Source: an optimization exercise on an open RTL-to-GDS flow (aim: small area, a short achievable clock period and few clock cycles per item). Production flows keep margins and buffers that such runs may drop. At most, simulation tests tie the RTL to the original design; equivalence was not proved. Power and IR drop assume default switching activity.

==> inputs of run a <==
==> flow/design.v (excerpt) <==
module argb_unpremultiply (
    input  logic                             i_clk,
    input  logic                             i_rst_n,
    input  logic                             start,
    output logic                             busy,
    input  logic [aup_pkg::CHAN_W-1:0]       i_in_blue,
    input  logic [aup_pkg::CHAN_W-1:0]       i_in_green,
    input  logic [aup_pkg::CHAN_W-1:0]       i_in_red,
    input  logic [aup_pkg::CHAN_W-1:0]       i_in_alpha,
    output logic                             o_strobe,
    output logic [aup_pkg::CHAN_W-1:0]       o_out_red,
    output logic [aup_pkg::CHAN_W-1:0]       o_out_green,
    output logic [aup_pkg::CHAN_W-1:0]       o_out_blue,
    output logic [aup_pkg::CHAN_W-1:0]       o_out_alpha,
    output logic                             o_bad_premul
);
==> flow/config.mk <==
export PLATFORM = sky130hd
export DESIGN_NAME = argb_unpremultiply
export DESIGN_NICKNAME = argb_unpremultiply
export VERILOG_FILES = /design/flow/design.v
export SDC_FILE = /design/flow/constraint.sdc
export NUM_CORES = 4
export LEC_CHECK = 0
export CAP_MARGIN = 20
export CORE_MARGIN = 2
export CORE_UTILIZATION = 40
export SETUP_SLACK_MARGIN = 1.8
export SLEW_MARGIN = 20
==> flow/constraint.sdc <==
create_clock -name core_clock -period 4.5 [get_ports {i_clk}]
set_input_delay 0.9000 -clock core_clock [delete_from_list [all_inputs] [get_ports {i_clk}]]
set_output_delay 0.9000 -clock core_clock [all_outputs]
set_load 0.01 [all_outputs]
standard.sh (not shown) runs the stock make flow with config.mk's settings and CLKGATE_MAP_FILE= SYNTH_SCRIPT=/design/flow/synth_recipe.tcl, a recipe that flattens the netlist after the stock synthesis.
==> flow/flow/run.sh <==
#!/bin/bash
# The standard layout, with two synthesis changes: adders are left to ABC
# (no fa/ha cell mapping), and ABC maps for delay with flow/abc.script.
set -euo pipefail
export MY_ABC_SCRIPT=$PWD/flow/abc.script
bash standard.sh ADDER_MAP_FILE= SYNTH_SCRIPT=$PWD/flow/my_synth.tcl finish > standard_flow.log 2>&1
==> flow/flow/abc.script <==
strash
dch
map -D 1200
topo
stime -c
buffer -c
upsize -c
dnsize -c
==> flow/flow/my_synth.tcl <==
# The standard flow's synthesis script (synth_recipe.tcl), with ABC run on flow/abc.script
proc synth {args} { yosys synth -nofsm -noshare {*}$args }
proc abc {args} {
  set i [lsearch -exact $args -script]
  if { $i >= 0 } { lset args [expr {$i + 1}] $::env(MY_ABC_SCRIPT) }
  yosys abc {*}$args
}
source $::env(SCRIPTS_DIR)/synth.tcl
# left out here: clear keep_hierarchy, flatten, clean up, hide names made inside functions, write 1_2_yosys.v
==> run b (differences from run a) <==
Settings changed: CTS_BUF_LIST set to sky130_fd_sc_hd__clkbuf_4 sky130_fd_sc_hd__clkbuf_8, SETUP_SLACK_MARGIN 1.8 to 2.6.
==> run c (differences from run a) <==
--- a/flow/design.v
+++ b/flow/design.v
@@ -1,58 +1,76 @@
 package aup_pkg;
     localparam int CHAN_W   = 8;
-    localparam int N_STAGE  = 9;
+    localparam int N_STAGE  = 8;
 endpackage
 module aup_lane (
     input  logic       i_clk,
     input  logic [7:0] i_chan,
     input  logic [7:0] i_alpha_s0,    
     input  logic [7:0] i_alpha_s1,    
     input  logic [7:0] i_alpha_s2,    
     input  logic [7:0] i_alpha_s3,    
     input  logic [7:0] i_alpha_s4,    
     input  logic [7:0] i_alpha_s5,    
     input  logic [7:0] i_alpha_s6,    
     input  logic [7:0] i_alpha_s7,    
-    input  logic [7:0] i_alpha_s8,    
     output logic       o_over,         
     output logic [7:0] o_q             
 );
+    function automatic logic [7:0] ge_pfx(input logic [7:0] x, input logic [7:0] y);
+        logic [7:0] g, p, gn, pn;
+        g = x & ~y;              
+        p = x | ~y;              
+        g[0] = p[0];
+        for (int k = 1; k < 8; k = k * 2) begin
+            gn = g;
+            pn = p;
+            for (int i = k; i < 8; i++) begin
+                gn[i] = g[i] | (p[i] & g[i-k]);
+                pn[i] = p[i] & p[i-k];
+            end
+            g = gn;
+            p = pn;
+        end
+        ge_pfx = g;
+    endfunction
     function automatic logic [8:0] div_step(input logic [7:0] rem, input logic dbit,
                                             input logic [7:0] dvs);
-        logic [8:0] ext;
-        logic [8:0] dif;
-        ext = {rem, dbit};
-        dif = ext - {1'b0, dvs};
-        div_step = dif[8] ? {1'b0, ext[7:0]} : {1'b1, dif[7:0]};
+        logic [7:0] e;
+        logic [7:0] g;
+        logic       ge;
+        logic [7:0] d;
+        e  = {rem[6:0], dbit};
+        g  = ge_pfx(e, dvs);
+        ge = rem[7] | g[7];
+        d[0] = e[0] ^ dvs[0];
+        for (int i = 1; i < 8; i++) d[i] = e[i] ^ dvs[i] ^ ~g[i-1];
+        div_step = ge ? {1'b1, d} : {1'b0, e};
     endfunction
-    function automatic logic [9:0] div_step4(input logic [7:0] rem, input logic [1:0] dbits,
-                                             input logic [7:0] dvs, input logic [9:0] dvs3);
-        logic [9:0]  ext;
-        logic [10:0] d1, d2, d3;
-        ext = {rem, dbits};
-        d1  = {1'b0, ext} - {3'b0, dvs};
-        d2  = {1'b0, ext} - {2'b0, dvs, 1'b0};
-        d3  = {1'b0, ext} - {1'b0, dvs3};
-        if (!d3[10])      div_step4 = {2'd3, d3[7:0]};
-        else if (!d2[10]) div_step4 = {2'd2, d2[7:0]};
-        else if (!d1[10]) div_step4 = {2'd1, d1[7:0]};
-        else              div_step4 = {2'd0, ext[7:0]};
+    function automatic logic [7:0] dec_sat(input logic [7:0] c);
+        logic [7:0] o;           
+        logic       any;
+        o[0] = 1'b0;
+        o[1] = c[0];
+        o[2] = c[0] | c[1];
+        o[3] = o[2] | c[2];
+        o[4] = o[2] | (c[2] | c[3]);
+        o[5] = o[4] | c[4];
+        o[6] = o[4] | (c[4] | c[5]);
+        o[7] = o[4] | (c[4] | c[5] | c[6]);
+        any  = o[4] | (c[4] | c[5] | c[6] | c[7]);
+        dec_sat = c ^ (~o & {8{any}});
     endfunction
-    logic [7:0] r_c;
-    always_ff @(posedge i_clk) begin
-        r_c <= i_chan;
-    end
     logic [7:0] r_hi;
     logic       r_cz;
-    logic       r_ov0;
     always_ff @(posedge i_clk) begin
-        r_hi  <= r_c - {7'd0, (r_c != 8'd0)};
-        r_cz  <= (r_c == 8'd0);
-        r_ov0 <= (r_c > i_alpha_s0);
+        r_hi <= dec_sat(i_chan);
+        r_cz <= (i_chan == 8'd0);
     end
+    logic [7:0] w_ovp;
+    assign w_ovp = ge_pfx(r_hi, i_alpha_s0);
     logic [7:0] r_rem1, r_sh1;
     logic       r_ov1;
     logic [7:0] r_rem2, r_sh2;
     logic       r_ov2;
     logic [7:0] r_rem3, r_sh3;
     logic       r_ov3;
@@ -65,33 +83,31 @@
     logic [7:0] r_rem7, r_sh7;
     logic       r_ov7;
     logic [7:0] w_rem1, w_sh1;
     logic       w_ov1;
     always_comb begin
         logic [8:0] st;
-        logic [9:0] st4;
         w_rem1 = r_hi;
         w_sh1  = (~r_hi & {8{~r_cz}});
-        st = div_step(w_rem1, w_sh1[7], i_alpha_s1);
+        st = div_step(w_rem1, w_sh1[7], i_alpha_s0);
         w_rem1 = st[7:0];
         w_sh1  = {w_sh1[6:0], st[8]};
     end
-    assign w_ov1 = r_ov0;
+    assign w_ov1 = w_ovp[7];
     always_ff @(posedge i_clk) begin
         r_rem1 <= w_rem1;
         r_sh1  <= w_sh1;
         r_ov1  <= w_ov1;
     end
     logic [7:0] w_rem2, w_sh2;
     logic       w_ov2;
     always_comb begin
         logic [8:0] st;
-        logic [9:0] st4;
         w_rem2 = r_rem1;
         w_sh2  = r_sh1;
-        st = div_step(w_rem2, w_sh2[7], i_alpha_s2);
+        st = div_step(w_rem2, w_sh2[7], i_alpha_s1);
         w_rem2 = st[7:0];
         w_sh2  = {w_sh2[6:0], st[8]};
     end
     assign w_ov2 = r_ov1;
     always_ff @(posedge i_clk) begin
         r_rem2 <= w_rem2;
@@ -99,16 +115,15 @@
         r_ov2  <= w_ov2;
     end
     logic [7:0] w_rem3, w_sh3;
     logic       w_ov3;
     always_comb begin
         logic [8:0] st;
-        logic [9:0] st4;
         w_rem3 = r_rem2;
         w_sh3  = r_sh2;
-        st = div_step(w_rem3, w_sh3[7], i_alpha_s3);
+        st = div_step(w_rem3, w_sh3[7], i_alpha_s2);
         w_rem3 = st[7:0];
         w_sh3  = {w_sh3[6:0], st[8]};
     end
     assign w_ov3 = r_ov2;
     always_ff @(posedge i_clk) begin
         r_rem3 <= w_rem3;
@@ -116,16 +131,15 @@
         r_ov3  <= w_ov3;
     end
     logic [7:0] w_rem4, w_sh4;
     logic       w_ov4;
     always_comb begin
         logic [8:0] st;
-        logic [9:0] st4;
         w_rem4 = r_rem3;
         w_sh4  = r_sh3;
-        st = div_step(w_rem4, w_sh4[7], i_alpha_s4);
+        st = div_step(w_rem4, w_sh4[7], i_alpha_s3);
         w_rem4 = st[7:0];
         w_sh4  = {w_sh4[6:0], st[8]};
     end
     assign w_ov4 = r_ov3;
     always_ff @(posedge i_clk) begin
         r_rem4 <= w_rem4;
@@ -133,16 +147,15 @@
         r_ov4  <= w_ov4;
     end
     logic [7:0] w_rem5, w_sh5;
     logic       w_ov5;
     always_comb begin
         logic [8:0] st;
-        logic [9:0] st4;
         w_rem5 = r_rem4;
         w_sh5  = r_sh4;
-        st = div_step(w_rem5, w_sh5[7], i_alpha_s5);
+        st = div_step(w_rem5, w_sh5[7], i_alpha_s4);
         w_rem5 = st[7:0];
         w_sh5  = {w_sh5[6:0], st[8]};
     end
     assign w_ov5 = r_ov4;
     always_ff @(posedge i_clk) begin
         r_rem5 <= w_rem5;
@@ -150,16 +163,15 @@
         r_ov5  <= w_ov5;
     end
     logic [7:0] w_rem6, w_sh6;
     logic       w_ov6;
     always_comb begin
         logic [8:0] st;
-        logic [9:0] st4;
         w_rem6 = r_rem5;
         w_sh6  = r_sh5;
-        st = div_step(w_rem6, w_sh6[7], i_alpha_s6);
+        st = div_step(w_rem6, w_sh6[7], i_alpha_s5);
         w_rem6 = st[7:0];
         w_sh6  = {w_sh6[6:0], st[8]};
     end
     assign w_ov6 = r_ov5;
     always_ff @(posedge i_clk) begin
         r_rem6 <= w_rem6;
@@ -167,16 +179,15 @@
         r_ov6  <= w_ov6;
     end
     logic [7:0] w_rem7, w_sh7;
     logic       w_ov7;
     always_comb begin
         logic [8:0] st;
-        logic [9:0] st4;
         w_rem7 = r_rem6;
         w_sh7  = r_sh6;
-        st = div_step(w_rem7, w_sh7[7], i_alpha_s7);
+        st = div_step(w_rem7, w_sh7[7], i_alpha_s6);
         w_rem7 = st[7:0];
         w_sh7  = {w_sh7[6:0], st[8]};
     end
     assign w_ov7 = r_ov6;
     always_ff @(posedge i_clk) begin
         r_rem7 <= w_rem7;
@@ -184,16 +195,15 @@
         r_ov7  <= w_ov7;
     end
     logic [7:0] w_rem8, w_sh8;
     logic       w_ov8;
     always_comb begin
         logic [8:0] st;
-        logic [9:0] st4;
         w_rem8 = r_rem7;
         w_sh8  = r_sh7;
-        st = div_step(w_rem8, w_sh8[7], i_alpha_s8);
+        st = div_step(w_rem8, w_sh8[7], i_alpha_s7);
         w_rem8 = st[7:0];
         w_sh8  = {w_sh8[6:0], st[8]};
     end
     assign w_ov8 = r_ov7;
     assign o_q    = w_sh8;
     assign o_over = w_ov8;
@@ -251,13 +261,12 @@
         .i_alpha_s2 (r_alpha[2]),
         .i_alpha_s3 (r_alpha[3]),
         .i_alpha_s4 (r_alpha[4]),
         .i_alpha_s5 (r_alpha[5]),
         .i_alpha_s6 (r_alpha[6]),
         .i_alpha_s7 (r_alpha[7]),
-        .i_alpha_s8 (r_alpha[8]),
         .o_over  (w_ov_red),
         .o_q     (w_q_red)
     );
     aup_lane u_green (
         .i_clk   (i_clk),
         .i_chan  (i_in_green),
@@ -266,13 +275,12 @@
         .i_alpha_s2 (r_alpha[2]),
         .i_alpha_s3 (r_alpha[3]),
         .i_alpha_s4 (r_alpha[4]),
         .i_alpha_s5 (r_alpha[5]),
         .i_alpha_s6 (r_alpha[6]),
         .i_alpha_s7 (r_alpha[7]),
-        .i_alpha_s8 (r_alpha[8]),
         .o_over  (w_ov_green),
         .o_q     (w_q_green)
     );
     aup_lane u_blue (
         .i_clk   (i_clk),
         .i_chan  (i_in_blue),
@@ -281,13 +289,12 @@
         .i_alpha_s2 (r_alpha[2]),
         .i_alpha_s3 (r_alpha[3]),
         .i_alpha_s4 (r_alpha[4]),
         .i_alpha_s5 (r_alpha[5]),
         .i_alpha_s6 (r_alpha[6]),
         .i_alpha_s7 (r_alpha[7]),
-        .i_alpha_s8 (r_alpha[8]),
         .o_over  (w_ov_blue),
         .o_q     (w_q_blue)
     );
     assign w_zero = (r_alpha[N_STAGE-1] == '0);
     aup_merge u_m_red   (.i_q(w_q_red),   .i_zero(w_zero), .i_over(w_ov_red),   .o_chan(w_c_red));
     aup_merge u_m_green (.i_q(w_q_green), .i_zero(w_zero), .i_over(w_ov_green), .o_chan(w_c_green));
==> flow/flow/abc.script (replaced) <==
strash
dch
map -D 900
topo
stime -c
buffer -c
upsize -c
dnsize -c
Settings changed: CORE_UTILIZATION 40 to 60, CTS_CLUSTER_DIAMETER set to 100, CTS_CLUSTER_SIZE set to 25, SETUP_SLACK_MARGIN 1.8 to 2.6.
==> impl_metrics.ini <==
[power]
p_switching_w = 0.006848
power_frac_clock = 0.243
pwr-share-comb = 0.380

[final_layout]
n_all_buffers = 69
sh_seq_area = 0.4355
top_regs = r_alpha: 72 flops, r_vld: 10 flops
design_area_mm2 = 0.02418

[synth]
synthXorXnorAreaFrac = 0.08934
synth-compound-area-share = 0.1209

[sta]
fin_crit_sh = 0.5442
finClkSkew_ps = 33.45
rsz0062_at_grt = false

[hold_path]
min_to = u_red.r_sh7[1]$_DFF_P_

[placement]
post-dp-hpwl_mm = 38.69

[setup_path]
crit_cells = 9

[run_status]
status = no timing/DRC/antenna violations

[clock_network]
clock_latency_ps = 630

[routing]
wl_mm = 48.84
drtIter0Drc = 910

[global_routing]
grt_pass1_wl_mm = 78.42
That was run a.
==> impl_metrics.ini <==
[final_layout]
design_area_mm2 = 0.02919
sh_seq_area = 0.3683

[placement]
post-dp-hpwl_mm = 38.69

[sta]
fin_crit_sh = 0.4507
finClkSkew_ps = 33.71
rsz0062_at_grt = true

[synth]
synthXorXnorAreaFrac = 0.08934

[run_status]
status = no timing/DRC/antenna violations

[power]
power_frac_clock = 0.197
p_switching_w = 0.009104

[global_routing]
grt_pass1_wl_mm = 82.57

[routing]
drtIter0Drc = 855
wl_mm = 57.51
That was run b.
==> impl_metrics.ini <==
[final_layout]
n_all_buffers = 79
design_area_mm2 = 0.02226

[power]
p_switching_w = 0.005236
power_frac_clock = 0.161
pwr-share-comb = 0.383

[routing]
wl_mm = 48.83
vias = 17240
drtIter0Drc = 1244

[run_status]
status = no timing/DRC/antenna violations

[synth]
synth-compound-area-share = 0.1790
yosys_most_used_dff = dfxtp_1
synthXorXnorAreaFrac = 0.02879

[hold_path]
min_to = u_green.r_sh4[6]$_DFF_P_

[sta]
rsz0062_at_grt = true
finClkSkew_ps = 24.18
fin_crit_sh = 0.4226

[global_routing]
grt_pass1_wl_mm = 77.63

[placement]
post-dp-hpwl_mm = 37.26

[setup_path]
crit_cells = 1
That was run c.
Testbench counts of run a, summed over its fixed seeds: cycles 18,054, items 18,000.
Testbench counts of run b, summed over its fixed seeds: cycles 18,054, items 18,000.
Testbench counts of run c, summed over its fixed seeds: cycles 18,048, items 18,000.


==> 06-20 <==
argb_unpremultiply, a different RTL version from the one above (not shown whole).
Settings: LEC_CHECK=0, CAP_MARGIN=20, CORE_MARGIN=2, CORE_UTILIZATION=40, SETUP_SLACK_MARGIN=2.6, SLEW_MARGIN=20; clock period 4.5 ns.
==> flow/flow/abc.script <==
strash
dch
map -D 1200
topo
stime -c
buffer -c
upsize -c
dnsize -c
Scripts as last shown in full above: flow/flow/run.sh, flow/flow/my_synth.tcl
==> 05-14 (differences from 06-20) <==
==> flow/design.v (replaced) <==
package aup_pkg;
    localparam int CHAN_W   = 8;
    localparam int N_STAGE  = 8;
endpackage
module aup_lane (
    input  logic       i_clk,
    input  logic [7:0] i_chan,
    input  logic [7:0] i_alpha_s0,    
    input  logic [7:0] i_alpha_s1,    
    input  logic [7:0] i_alpha_s2,    
    input  logic [7:0] i_alpha_s3,    
    input  logic [7:0] i_alpha_s4,    
    input  logic [7:0] i_alpha_s5,    
    input  logic [7:0] i_alpha_s6,    
    input  logic [7:0] i_alpha_s7,    
    output logic       o_over,         
    output logic [7:0] o_q             
);
    function automatic logic [8:0] div_step(input logic [7:0] rem, input logic dbit,
                                            input logic [7:0] dvs);
        logic [8:0] ext;
        logic [8:0] dif;
        ext = {rem, dbit};
        dif = ext - {1'b0, dvs};
        div_step = dif[8] ? {1'b0, ext[7:0]} : {1'b1, dif[7:0]};
    endfunction
    logic [7:0] r_hi;
    logic       r_cz;
    always_ff @(posedge i_clk) begin
        r_hi <= i_chan - {7'd0, (i_chan != 8'd0)};
        r_cz <= (i_chan == 8'd0);
    end
    logic [7:0] r_rem1, r_sh1;
    logic       r_ov1;
    logic [7:0] r_rem2, r_sh2;
    logic       r_ov2;
    logic [7:0] r_rem3, r_sh3;
    logic       r_ov3;
    logic [7:0] r_rem4, r_sh4;
    logic       r_ov4;
    logic [7:0] r_rem5, r_sh5;
    logic       r_ov5;
    logic [7:0] r_rem6, r_sh6;
    logic       r_ov6;
    logic [7:0] r_rem7, r_sh7;
    logic       r_ov7;
    logic [7:0] w_rem1, w_sh1;
    logic       w_ov1;
    always_comb begin
        logic [8:0] st;
        w_rem1 = r_hi;
        w_sh1  = (~r_hi & {8{~r_cz}});
        st = div_step(w_rem1, w_sh1[7], i_alpha_s0);
        w_rem1 = st[7:0];
        w_sh1  = {w_sh1[6:0], st[8]};
    end
    assign w_ov1 = (r_hi >= i_alpha_s0);
    always_ff @(posedge i_clk) begin
        r_rem1 <= w_rem1;
        r_sh1  <= w_sh1;
        r_ov1  <= w_ov1;
    end
    logic [7:0] w_rem2, w_sh2;
    logic       w_ov2;
    always_comb begin
        logic [8:0] st;
        w_rem2 = r_rem1;
        w_sh2  = r_sh1;
        st = div_step(w_rem2, w_sh2[7], i_alpha_s1);
        w_rem2 = st[7:0];
        w_sh2  = {w_sh2[6:0], st[8]};
    end
    assign w_ov2 = r_ov1;
    always_ff @(posedge i_clk) begin
        r_rem2 <= w_rem2;
        r_sh2  <= w_sh2;
        r_ov2  <= w_ov2;
    end
    logic [7:0] w_rem3, w_sh3;
    logic       w_ov3;
    always_comb begin
        logic [8:0] st;
        w_rem3 = r_rem2;
        w_sh3  = r_sh2;
        st = div_step(w_rem3, w_sh3[7], i_alpha_s2);
        w_rem3 = st[7:0];
        w_sh3  = {w_sh3[6:0], st[8]};
    end
    assign w_ov3 = r_ov2;
    always_ff @(posedge i_clk) begin
        r_rem3 <= w_rem3;
        r_sh3  <= w_sh3;
        r_ov3  <= w_ov3;
    end
    logic [7:0] w_rem4, w_sh4;
    logic       w_ov4;
    always_comb begin
        logic [8:0] st;
        w_rem4 = r_rem3;
        w_sh4  = r_sh3;
        st = div_step(w_rem4, w_sh4[7], i_alpha_s3);
        w_rem4 = st[7:0];
        w_sh4  = {w_sh4[6:0], st[8]};
    end
    assign w_ov4 = r_ov3;
    always_ff @(posedge i_clk) begin
        r_rem4 <= w_rem4;
        r_sh4  <= w_sh4;
        r_ov4  <= w_ov4;
    end
    logic [7:0] w_rem5, w_sh5;
    logic       w_ov5;
    always_comb begin
        logic [8:0] st;
        w_rem5 = r_rem4;
        w_sh5  = r_sh4;
        st = div_step(w_rem5, w_sh5[7], i_alpha_s4);
        w_rem5 = st[7:0];
        w_sh5  = {w_sh5[6:0], st[8]};
    end
    assign w_ov5 = r_ov4;
    always_ff @(posedge i_clk) begin
        r_rem5 <= w_rem5;
        r_sh5  <= w_sh5;
        r_ov5  <= w_ov5;
    end
    logic [7:0] w_rem6, w_sh6;
    logic       w_ov6;
    always_comb begin
        logic [8:0] st;
        w_rem6 = r_rem5;
        w_sh6  = r_sh5;
        st = div_step(w_rem6, w_sh6[7], i_alpha_s5);
        w_rem6 = st[7:0];
        w_sh6  = {w_sh6[6:0], st[8]};
    end
    assign w_ov6 = r_ov5;
    always_ff @(posedge i_clk) begin
        r_rem6 <= w_rem6;
        r_sh6  <= w_sh6;
        r_ov6  <= w_ov6;
    end
    logic [7:0] w_rem7, w_sh7;
    logic       w_ov7;
    always_comb begin
        logic [8:0] st;
        w_rem7 = r_rem6;
        w_sh7  = r_sh6;
        st = div_step(w_rem7, w_sh7[7], i_alpha_s6);
        w_rem7 = st[7:0];
        w_sh7  = {w_sh7[6:0], st[8]};
    end
    assign w_ov7 = r_ov6;
    always_ff @(posedge i_clk) begin
        r_rem7 <= w_rem7;
        r_sh7  <= w_sh7;
        r_ov7  <= w_ov7;
    end
    logic [7:0] w_rem8, w_sh8;
    logic       w_ov8;
    always_comb begin
        logic [8:0] st;
        w_rem8 = r_rem7;
        w_sh8  = r_sh7;
        st = div_step(w_rem8, w_sh8[7], i_alpha_s7);
        w_rem8 = st[7:0];
        w_sh8  = {w_sh8[6:0], st[8]};
    end
    assign w_ov8 = r_ov7;
    assign o_q    = w_sh8;
    assign o_over = w_ov8;
endmodule
module aup_merge (
    input  logic [7:0] i_q,
    input  logic       i_zero,
    input  logic       i_over,
    output logic [7:0] o_chan
);
    assign o_chan = i_zero ? 8'd0 : (i_over ? 8'd255 : i_q);
endmodule
import aup_pkg::*;
module argb_unpremultiply (
    input  logic                             i_clk,
    input  logic                             i_rst_n,
    input  logic                             start,
    output logic                             busy,
    input  logic [aup_pkg::CHAN_W-1:0]       i_in_blue,
    input  logic [aup_pkg::CHAN_W-1:0]       i_in_green,
    input  logic [aup_pkg::CHAN_W-1:0]       i_in_red,
    input  logic [aup_pkg::CHAN_W-1:0]       i_in_alpha,
    output logic                             o_strobe,
    output logic [aup_pkg::CHAN_W-1:0]       o_out_red,
    output logic [aup_pkg::CHAN_W-1:0]       o_out_green,
    output logic [aup_pkg::CHAN_W-1:0]       o_out_blue,
    output logic [aup_pkg::CHAN_W-1:0]       o_out_alpha,
    output logic                             o_bad_premul
);
    logic [N_STAGE:0]                r_vld;
    logic [N_STAGE-1:0][CHAN_W-1:0]  r_alpha;
    logic [7:0] w_q_red, w_q_green, w_q_blue;
    logic [7:0] w_c_red, w_c_green, w_c_blue;
    logic       w_ov_red, w_ov_green, w_ov_blue;
    logic       w_zero;
    assign busy = 1'b0;
    always_ff @(posedge i_clk) begin
        if (!i_rst_n) begin
            r_vld <= '0;
        end else begin
            r_vld <= {r_vld[N_STAGE-1:0], start};
        end
    end
    always_ff @(posedge i_clk) begin
        r_alpha[0] <= i_in_alpha;
        for (int k = 1; k < N_STAGE; k++) begin
            r_alpha[k] <= r_alpha[k-1];
        end
    end
    aup_lane u_red (
        .i_clk   (i_clk),
        .i_chan  (i_in_red),
        .i_alpha_s0 (r_alpha[0]),
        .i_alpha_s1 (r_alpha[1]),
        .i_alpha_s2 (r_alpha[2]),
        .i_alpha_s3 (r_alpha[3]),
        .i_alpha_s4 (r_alpha[4]),
        .i_alpha_s5 (r_alpha[5]),
        .i_alpha_s6 (r_alpha[6]),
        .i_alpha_s7 (r_alpha[7]),
        .o_over  (w_ov_red),
        .o_q     (w_q_red)
    );
    aup_lane u_green (
        .i_clk   (i_clk),
        .i_chan  (i_in_green),
        .i_alpha_s0 (r_alpha[0]),
        .i_alpha_s1 (r_alpha[1]),
        .i_alpha_s2 (r_alpha[2]),
        .i_alpha_s3 (r_alpha[3]),
        .i_alpha_s4 (r_alpha[4]),
        .i_alpha_s5 (r_alpha[5]),
        .i_alpha_s6 (r_alpha[6]),
        .i_alpha_s7 (r_alpha[7]),
        .o_over  (w_ov_green),
        .o_q     (w_q_green)
    );
    aup_lane u_blue (
        .i_clk   (i_clk),
        .i_chan  (i_in_blue),
        .i_alpha_s0 (r_alpha[0]),
        .i_alpha_s1 (r_alpha[1]),
        .i_alpha_s2 (r_alpha[2]),
        .i_alpha_s3 (r_alpha[3]),
        .i_alpha_s4 (r_alpha[4]),
        .i_alpha_s5 (r_alpha[5]),
        .i_alpha_s6 (r_alpha[6]),
        .i_alpha_s7 (r_alpha[7]),
        .o_over  (w_ov_blue),
        .o_q     (w_q_blue)
    );
    assign w_zero = (r_alpha[N_STAGE-1] == '0);
    aup_merge u_m_red   (.i_q(w_q_red),   .i_zero(w_zero), .i_over(w_ov_red),   .o_chan(w_c_red));
    aup_merge u_m_green (.i_q(w_q_green), .i_zero(w_zero), .i_over(w_ov_green), .o_chan(w_c_green));
    aup_merge u_m_blue  (.i_q(w_q_blue),  .i_zero(w_zero), .i_over(w_ov_blue),  .o_chan(w_c_blue));
    always_ff @(posedge i_clk) begin
        o_out_red    <= w_c_red;
        o_out_green  <= w_c_green;
        o_out_blue   <= w_c_blue;
        o_out_alpha  <= r_alpha[N_STAGE-1];
        o_bad_premul <= ~w_zero & (w_ov_red | w_ov_green | w_ov_blue);
    end
    assign o_strobe = r_vld[N_STAGE];
endmodule
==> flow/flow/abc.script (replaced) <==
strash
dch
map -D 900
topo
stime -c
buffer -c
upsize -c
dnsize -c
SETUP_SLACK_MARGIN = 2.9   (was 2.6)
==> 12-22 (differences from 06-20) <==
--- a/flow/design.v
+++ b/flow/design.v
@@ -1,8 +1,8 @@
 package aup_pkg;
     localparam int CHAN_W   = 8;
-    localparam int N_STAGE  = 5;
+    localparam int N_STAGE  = 4;
 endpackage
 module aup_lane (
     input  logic       i_clk,
     input  logic [7:0] i_chan,
     input  logic [7:0] i_alpha_s0,    
@@ -11,12 +11,10 @@
     input  logic [9:0] i_alpha3_s1,   
     input  logic [7:0] i_alpha_s2,    
     input  logic [9:0] i_alpha3_s2,   
     input  logic [7:0] i_alpha_s3,    
     input  logic [9:0] i_alpha3_s3,   
-    input  logic [7:0] i_alpha_s4,    
-    input  logic [9:0] i_alpha3_s4,   
     output logic       o_over,         
     output logic [7:0] o_q             
 );
     function automatic logic [8:0] div_step(input logic [7:0] rem, input logic dbit,
                                             input logic [7:0] dvs);
@@ -37,21 +35,15 @@
         if (!d3[10])      div_step4 = {2'd3, d3[7:0]};
         else if (!d2[10]) div_step4 = {2'd2, d2[7:0]};
         else if (!d1[10]) div_step4 = {2'd1, d1[7:0]};
         else              div_step4 = {2'd0, ext[7:0]};
     endfunction
-    logic [7:0] r_c;
-    always_ff @(posedge i_clk) begin
-        r_c <= i_chan;
-    end
     logic [7:0] r_hi;
     logic       r_cz;
-    logic       r_ov0;
-    always_ff @(posedge i_clk) begin
-        r_hi  <= r_c - {7'd0, (r_c != 8'd0)};
-        r_cz  <= (r_c == 8'd0);
-        r_ov0 <= (r_c > i_alpha_s0);
+    always_ff @(posedge i_clk) begin
+        r_hi <= i_chan - {7'd0, (i_chan != 8'd0)};
+        r_cz <= (i_chan == 8'd0);
     end
     logic [7:0] r_rem1, r_sh1;
     logic       r_ov1;
     logic [7:0] r_rem2, r_sh2;
     logic       r_ov2;
@@ -62,15 +54,15 @@
     always_comb begin
         logic [8:0] st;
         logic [9:0] st4;
         w_rem1 = r_hi;
         w_sh1  = (~r_hi & {8{~r_cz}});
-        st4 = div_step4(w_rem1, w_sh1[7:6], i_alpha_s1, i_alpha3_s1);
+        st4 = div_step4(w_rem1, w_sh1[7:6], i_alpha_s0, i_alpha3_s0);
         w_rem1 = st4[7:0];
         w_sh1  = {w_sh1[5:0], st4[9:8]};
     end
-    assign w_ov1 = r_ov0;
+    assign w_ov1 = (r_hi >= i_alpha_s0);
     always_ff @(posedge i_clk) begin
         r_rem1 <= w_rem1;
         r_sh1  <= w_sh1;
         r_ov1  <= w_ov1;
     end
@@ -79,11 +71,11 @@
     always_comb begin
         logic [8:0] st;
         logic [9:0] st4;
         w_rem2 = r_rem1;
         w_sh2  = r_sh1;
-        st4 = div_step4(w_rem2, w_sh2[7:6], i_alpha_s2, i_alpha3_s2);
+        st4 = div_step4(w_rem2, w_sh2[7:6], i_alpha_s1, i_alpha3_s1);
         w_rem2 = st4[7:0];
         w_sh2  = {w_sh2[5:0], st4[9:8]};
     end
     assign w_ov2 = r_ov1;
     always_ff @(posedge i_clk) begin
@@ -96,11 +88,11 @@
     always_comb begin
         logic [8:0] st;
         logic [9:0] st4;
         w_rem3 = r_rem2;
         w_sh3  = r_sh2;
-        st4 = div_step4(w_rem3, w_sh3[7:6], i_alpha_s3, i_alpha3_s3);
+        st4 = div_step4(w_rem3, w_sh3[7:6], i_alpha_s2, i_alpha3_s2);
         w_rem3 = st4[7:0];
         w_sh3  = {w_sh3[5:0], st4[9:8]};
     end
     assign w_ov3 = r_ov2;
     always_ff @(posedge i_clk) begin
@@ -113,11 +105,11 @@
     always_comb begin
         logic [8:0] st;
         logic [9:0] st4;
         w_rem4 = r_rem3;
         w_sh4  = r_sh3;
-        st4 = div_step4(w_rem4, w_sh4[7:6], i_alpha_s4, i_alpha3_s4);
+        st4 = div_step4(w_rem4, w_sh4[7:6], i_alpha_s3, i_alpha3_s3);
         w_rem4 = st4[7:0];
         w_sh4  = {w_sh4[5:0], st4[9:8]};
     end
     assign w_ov4 = r_ov3;
     assign o_q    = w_sh4;
@@ -184,12 +176,10 @@
         .i_alpha3_s1 (r_alpha3[1]),
         .i_alpha_s2 (r_alpha[2]),
         .i_alpha3_s2 (r_alpha3[2]),
         .i_alpha_s3 (r_alpha[3]),
         .i_alpha3_s3 (r_alpha3[3]),
-        .i_alpha_s4 (r_alpha[4]),
-        .i_alpha3_s4 (r_alpha3[4]),
         .o_over  (w_ov_red),
         .o_q     (w_q_red)
     );
     aup_lane u_green (
         .i_clk   (i_clk),
@@ -200,12 +190,10 @@
         .i_alpha3_s1 (r_alpha3[1]),
         .i_alpha_s2 (r_alpha[2]),
         .i_alpha3_s2 (r_alpha3[2]),
         .i_alpha_s3 (r_alpha[3]),
         .i_alpha3_s3 (r_alpha3[3]),
-        .i_alpha_s4 (r_alpha[4]),
-        .i_alpha3_s4 (r_alpha3[4]),
         .o_over  (w_ov_green),
         .o_q     (w_q_green)
     );
     aup_lane u_blue (
         .i_clk   (i_clk),
@@ -216,12 +204,10 @@
         .i_alpha3_s1 (r_alpha3[1]),
         .i_alpha_s2 (r_alpha[2]),
         .i_alpha3_s2 (r_alpha3[2]),
         .i_alpha_s3 (r_alpha[3]),
         .i_alpha3_s3 (r_alpha3[3]),
-        .i_alpha_s4 (r_alpha[4]),
-        .i_alpha3_s4 (r_alpha3[4]),
         .o_over  (w_ov_blue),
         .o_q     (w_q_blue)
     );
     assign w_zero = (r_alpha[N_STAGE-1] == '0);
     aup_merge u_m_red   (.i_q(w_q_red),   .i_zero(w_zero), .i_over(w_ov_red),   .o_chan(w_c_red));
==> flow/run.sh (new file) <==
#!/bin/bash
# synth_recipe.tcl (not shown) runs the flow's synth.tcl, then flattens the netlist and writes it again
# the make line also repeats each setting of config.mk as NAME=value (left out here)
make -C /OpenROAD-flow-scripts/flow DESIGN_CONFIG=/design/flow/config.mk WORK_HOME=/design/flow/orfs CLKGATE_MAP_FILE= SYNTH_SCRIPT=/design/flow/synth_recipe.tcl finish
SETUP_SLACK_MARGIN = 2.3   (was 2.6)
removed: flow/flow/run.sh
removed: flow/flow/abc.script
removed: flow/flow/my_synth.tcl
removed: flow/standard.sh
==> comparison table <==
	05-14	12-22	06-20
Final net count	3310	2846	3456
Highest Signal Layer	met4	met4	met5
Final Total Pwr	0.02376 W	0.01689 W	0.01705 W
Number of filler instances in the final layout	4466	4154	4186
Die boundary width	236.1 microns	224.2 microns	224.4 microns
Power Sequential	0.00676 W	0.00399 W	0.00463 W
Gpl congestion	0.9198	0.9009	1.007
Share of synthesized cell area in and, or, nand and nor gates	27.34%	12.87%	30.74%
Run status	no timing/DRC/antenna violations	no timing/DRC/antenna violations	no timing/DRC/antenna violations
M1 WL	29350 microns	25920 microns	30500 microns
Delay contributed by the slowest stage of the critical path	300 ps	420 ps	370 ps
Max rail drop VDD	0.3299 mV	0.2913 mV	0.2971 mV
Largest fanout on the critical path	1	7	7
PostCTS Resize Cnt	884	336	921
Slowest cell on the critical path	sky130_fd_sc_hd__dfxtp_2	sky130_fd_sc_hd__or3_4	sky130_fd_sc_hd__dfxtp_4
Maximum number of pins on one net before global-route repair	26	22	15
Area Overhead vs Synth	51.83%	36.28%	48.82%
Total wire length after detailed routing	72650 microns	60740 microns	82170 microns
Function was not checked in any run of this note: the RTL went through the layout flow alone.

[re-timing with driven ports]
The results above use ideal ports. As a check the final layouts listed here were re-extracted and re-timed, cells and wires unchanged. Step 1 sets driving cells, clkbuf_16 on the clock port and buf_2 on the other inputs (assumed; they add their load-dependent delay and slew). Step 2 times the ports against the registers' clock, not the clock port: input delays grow and output delays shrink by t, the midpoint of the rising clock arrivals with the driver on. Three values: ideal ports, drivers, drivers and shift; two values: the first two.
| run | shift t [ns] | slack for setup (ns) | cell pins on the clock port's net |
|---|---|---|---|
| run a | 0.667 | 2.051 / 2.051 / 2.051 | 1 |
| run b | 0.727 | 2.472 / 2.415 / 2.518 | 1 |
| run c | 0.605 | 2.598 / 2.543 / 2.088 | 1 |
| 06-20 | 0.621 | 2.377 / 2.377 / 2.095 | 1 |
| 05-14 | 0.675 | 2.547 / 2.486 / 2.312 | 1 |
| 12-22 | 0.605 | 1.938 / 1.938 / 1.839 | 1 |
After both steps setup and hold are still met in every run listed. The setup slack of run c, which loses most, moves by -0.055 ns with the drivers and by -0.510 ns with both steps.
